Context: an optimization exercise on an open-source flow, tuned for small area and a short achievable clock period. The choices shown serve that exercise and are no tape-out recipe.
Function was checked by simulation only, so behaviour that the tests miss may differ from the original.
Power is estimated from default activity; no workload was simulated.

==> flow/design.v <==
package wave_capture_pkg;
   typedef enum logic [1:0] {
      IDLE    = 2'd0,
      ARMED   = 2'd1,
      CAPTURE = 2'd2,
      FULL    = 2'd3
   } cap_state_e;
   localparam logic [7:0] OFFSET_XOR = 8'h80;
   localparam int         SAMPLE_MSB = 15;
   localparam int         BYTE_W     = 8;
   function automatic logic [BYTE_W-1:0] to_offset(
      input logic [SAMPLE_MSB:0] s
   );
      to_offset = s[SAMPLE_MSB -: BYTE_W] ^ OFFSET_XOR;
   endfunction
   function automatic logic rising_zc(
      input logic [SAMPLE_MSB:0] prev,
      input logic [SAMPLE_MSB:0] cur
   );
      rising_zc = prev[SAMPLE_MSB] & ~cur[SAMPLE_MSB];
   endfunction
endpackage
module wave_capture_ram
#(
   parameter int ADDR_WIDTH = 8
) (
   input  logic                clk_i,
   input  logic                rst_ni,
   input  logic                we_i,       
   input  logic                last_i,     
   input  logic [wave_capture_pkg::BYTE_W-1:0] wdata_i,
   input  logic                publish_i,  
   input  logic [ADDR_WIDTH-1:0] raddr_i,
   output logic [wave_capture_pkg::BYTE_W-1:0] rdata_o
);
   localparam int BW    = wave_capture_pkg::BYTE_W;
   localparam int DEPTH = 1 << ADDR_WIDTH;
   logic [BW-1:0]          hold_q;
   logic                   shift_q;
   logic [BW*(DEPTH-1)-1:0] chain_q;    
   logic [BW*DEPTH-1:0]    disp_q;      
   always_ff @(posedge clk_i) begin
      if (we_i) hold_q <= wdata_i;
   end
   always_ff @(posedge clk_i or negedge rst_ni) begin
      if (!rst_ni) shift_q <= 1'b0;
      else         shift_q <= we_i & ~last_i;
   end
   always_ff @(posedge clk_i) begin
      if (shift_q) chain_q <= {hold_q, chain_q[BW*(DEPTH-1)-1:BW]};
   end
   always_ff @(posedge clk_i) begin
      if (publish_i) disp_q <= {hold_q, chain_q};
   end
   localparam int HALF = BW * DEPTH / 2;
   logic [ADDR_WIDTH-2:0] raddr_lo;
   logic [BW-1:0]         rd0_d, rd1_d;
   logic [BW-1:0]         rd0_nq, rd1_nq;
   assign raddr_lo = raddr_i[ADDR_WIDTH-2:0];
   assign rd0_d    = disp_q[BW*raddr_lo +: BW]        & {BW{~raddr_i[ADDR_WIDTH-1]}};
   assign rd1_d    = disp_q[HALF + BW*raddr_lo +: BW] & {BW{ raddr_i[ADDR_WIDTH-1]}};
   always_ff @(posedge clk_i) begin
      rd0_nq <= ~rd0_d;
      rd1_nq <= ~rd1_d;
   end
   assign rdata_o = ~(rd0_nq & rd1_nq);
endmodule
module wave_capture
#(
   parameter int ADDR_WIDTH = 8
) (
   input  logic                  clk,
   input  logic                  reset,
   input  logic                  new_sample,
   input  logic [15:0]           sample_in,
   input  logic                  enable,
   input  logic                  frame_sync,
   input  logic [ADDR_WIDTH-1:0] read_addr,
   output logic [7:0]            read_data,
   output logic                  new_wave,
   output logic [1:0]            capture_state
);
   wave_capture_pkg::cap_state_e state_q;
   logic                  prev_neg_q;   
   logic [ADDR_WIDTH-1:0] cnt_q;
   logic                  new_wave_q;
   logic                  zc;
   logic                  tmo;
   logic                  trig;
   logic                  we;
   logic                  last;
   logic                  publish;
   assign zc   = prev_neg_q & ~sample_in[15];
   assign tmo  = &cnt_q;
   assign trig = new_sample & (zc | tmo);
   assign we      = enable & ((state_q == wave_capture_pkg::ARMED) ? trig :
                               (state_q == wave_capture_pkg::CAPTURE) & new_sample);
   assign publish = enable & (state_q == wave_capture_pkg::FULL) & frame_sync;
   assign last = (state_q == wave_capture_pkg::CAPTURE) & tmo;
   always_ff @(posedge clk or negedge reset) begin
      if (!reset) begin
         state_q    <= wave_capture_pkg::IDLE;
         prev_neg_q <= 1'b0;
         new_wave_q <= 1'b0;
      end else begin
         new_wave_q <= publish;
         if (new_sample) begin
            prev_neg_q <= sample_in[15];
         end
         if (!enable) begin
            state_q <= wave_capture_pkg::IDLE;
         end else begin
            unique case (state_q)
               wave_capture_pkg::IDLE:    state_q <= wave_capture_pkg::ARMED;
               wave_capture_pkg::ARMED:   if (trig) state_q <= wave_capture_pkg::CAPTURE;
               wave_capture_pkg::CAPTURE: if (new_sample & tmo) state_q <= wave_capture_pkg::FULL;
               wave_capture_pkg::FULL:    if (frame_sync) state_q <= wave_capture_pkg::ARMED;
               default: state_q <= wave_capture_pkg::IDLE;
            endcase
         end
      end
   end
   always_ff @(posedge clk) begin
      if (enable) begin
         unique case (state_q)
            wave_capture_pkg::IDLE: cnt_q <= '0;
            wave_capture_pkg::ARMED: begin
               if (trig)            cnt_q <= ADDR_WIDTH'(1);
               else if (new_sample) cnt_q <= cnt_q + ADDR_WIDTH'(1);
            end
            wave_capture_pkg::CAPTURE: if (new_sample) cnt_q <= cnt_q + ADDR_WIDTH'(1);
            wave_capture_pkg::FULL:    if (frame_sync) cnt_q <= '0;
            default: begin end
         endcase
      end
   end
   wave_capture_ram #(
      .ADDR_WIDTH(ADDR_WIDTH)
   ) u_ram (
      .clk_i    (clk),
      .rst_ni   (reset),
      .we_i     (we),
      .last_i   (last),
      .wdata_i  (wave_capture_pkg::to_offset(sample_in)),
      .publish_i(publish),
      .raddr_i  (read_addr),
      .rdata_o  (read_data)
   );
   assign new_wave      = new_wave_q;
   assign capture_state = state_q;
endmodule
clock: 5.0 ns
lec_check: 0
cap_margin: 20
core_margin: 2
core_utilization: 75
cts_buf_list: sky130_fd_sc_hd__clkbuf_16
cts_cluster_diameter: 100
cts_cluster_size: 25
setup_slack_margin: 2.6
slew_margin: 20
run.sh (not shown) runs the stock make flow with config.mk's settings and CLKGATE_MAP_FILE= SYNTH_SCRIPT=/design/flow/synth_recipe.tcl, a recipe that flattens the netlist after the stock synthesis.
Then changed:
--- a/flow/design.v
+++ b/flow/design.v
@@ -40,4 +40,5 @@
    logic [BW*(DEPTH-1)-1:0] chain_q;    
    logic [BW*DEPTH-1:0]    disp_q;      
+   logic [BW-1:0]          rdata_q;
    always_ff @(posedge clk_i) begin
       if (we_i) hold_q <= wdata_i;
@@ -53,16 +54,8 @@
       if (publish_i) disp_q <= {hold_q, chain_q};
    end
-   localparam int HALF = BW * DEPTH / 2;
-   logic [ADDR_WIDTH-2:0] raddr_lo;
-   logic [BW-1:0]         rd0_d, rd1_d;
-   logic [BW-1:0]         rd0_nq, rd1_nq;
-   assign raddr_lo = raddr_i[ADDR_WIDTH-2:0];
-   assign rd0_d    = disp_q[BW*raddr_lo +: BW]        & {BW{~raddr_i[ADDR_WIDTH-1]}};
-   assign rd1_d    = disp_q[HALF + BW*raddr_lo +: BW] & {BW{ raddr_i[ADDR_WIDTH-1]}};
    always_ff @(posedge clk_i) begin
-      rd0_nq <= ~rd0_d;
-      rd1_nq <= ~rd1_d;
+      rdata_q <= disp_q[BW*raddr_i +: BW];
    end
-   assign rdata_o = ~(rd0_nq & rd1_nq);
+   assign rdata_o = rdata_q;
 endmodule
 module wave_capture
Result: Final area is about the same. Power stays flat. Setup slack gains 0.022 ns. Fmax is higher by about 0.9%. Sequential share of layout area fell by 0.34 points. Worst hold slack improves by 0.011 ns. Via count drops by 1.4%. Synthesized area stays flat. Register-to-register slack loses 0.04 ns.

==> re-timing with driven ports <==
No port has a modelled driver above. Below, the same layouts with a new extraction and two added sets of constraints.
Step 1 sets driving cells, clkbuf_16 on the clock port and buf_2 on the other inputs (assumed; they add their load-dependent delay and slew).
Step 2, shift: input delay + t, output delay - t, t = (earliest + latest rising clock arrival at the registers) / 2. This alone moves slack from input paths to output paths.
Slacks: ideal ports / drivers / drivers and shift; pairs: ideal ports / drivers.
run | t, ns | setup slack, ns | worst setup path at the end | slew at the worst register clock pin (ns) | pins driven straight from the clock port
the first run | 0.944 | 2.471 / 2.379 / 1.469 | input to register | 0.12 / 0.12 | 1
the second run | 0.938 | 2.493 / 2.179 / 1.241 | input to register | 0.11 / 0.11 | 1
After both steps every run listed still meets setup and hold. The setup slack of the second run, which loses most, moves by -0.314 ns with the drivers and by -1.252 ns with both steps.
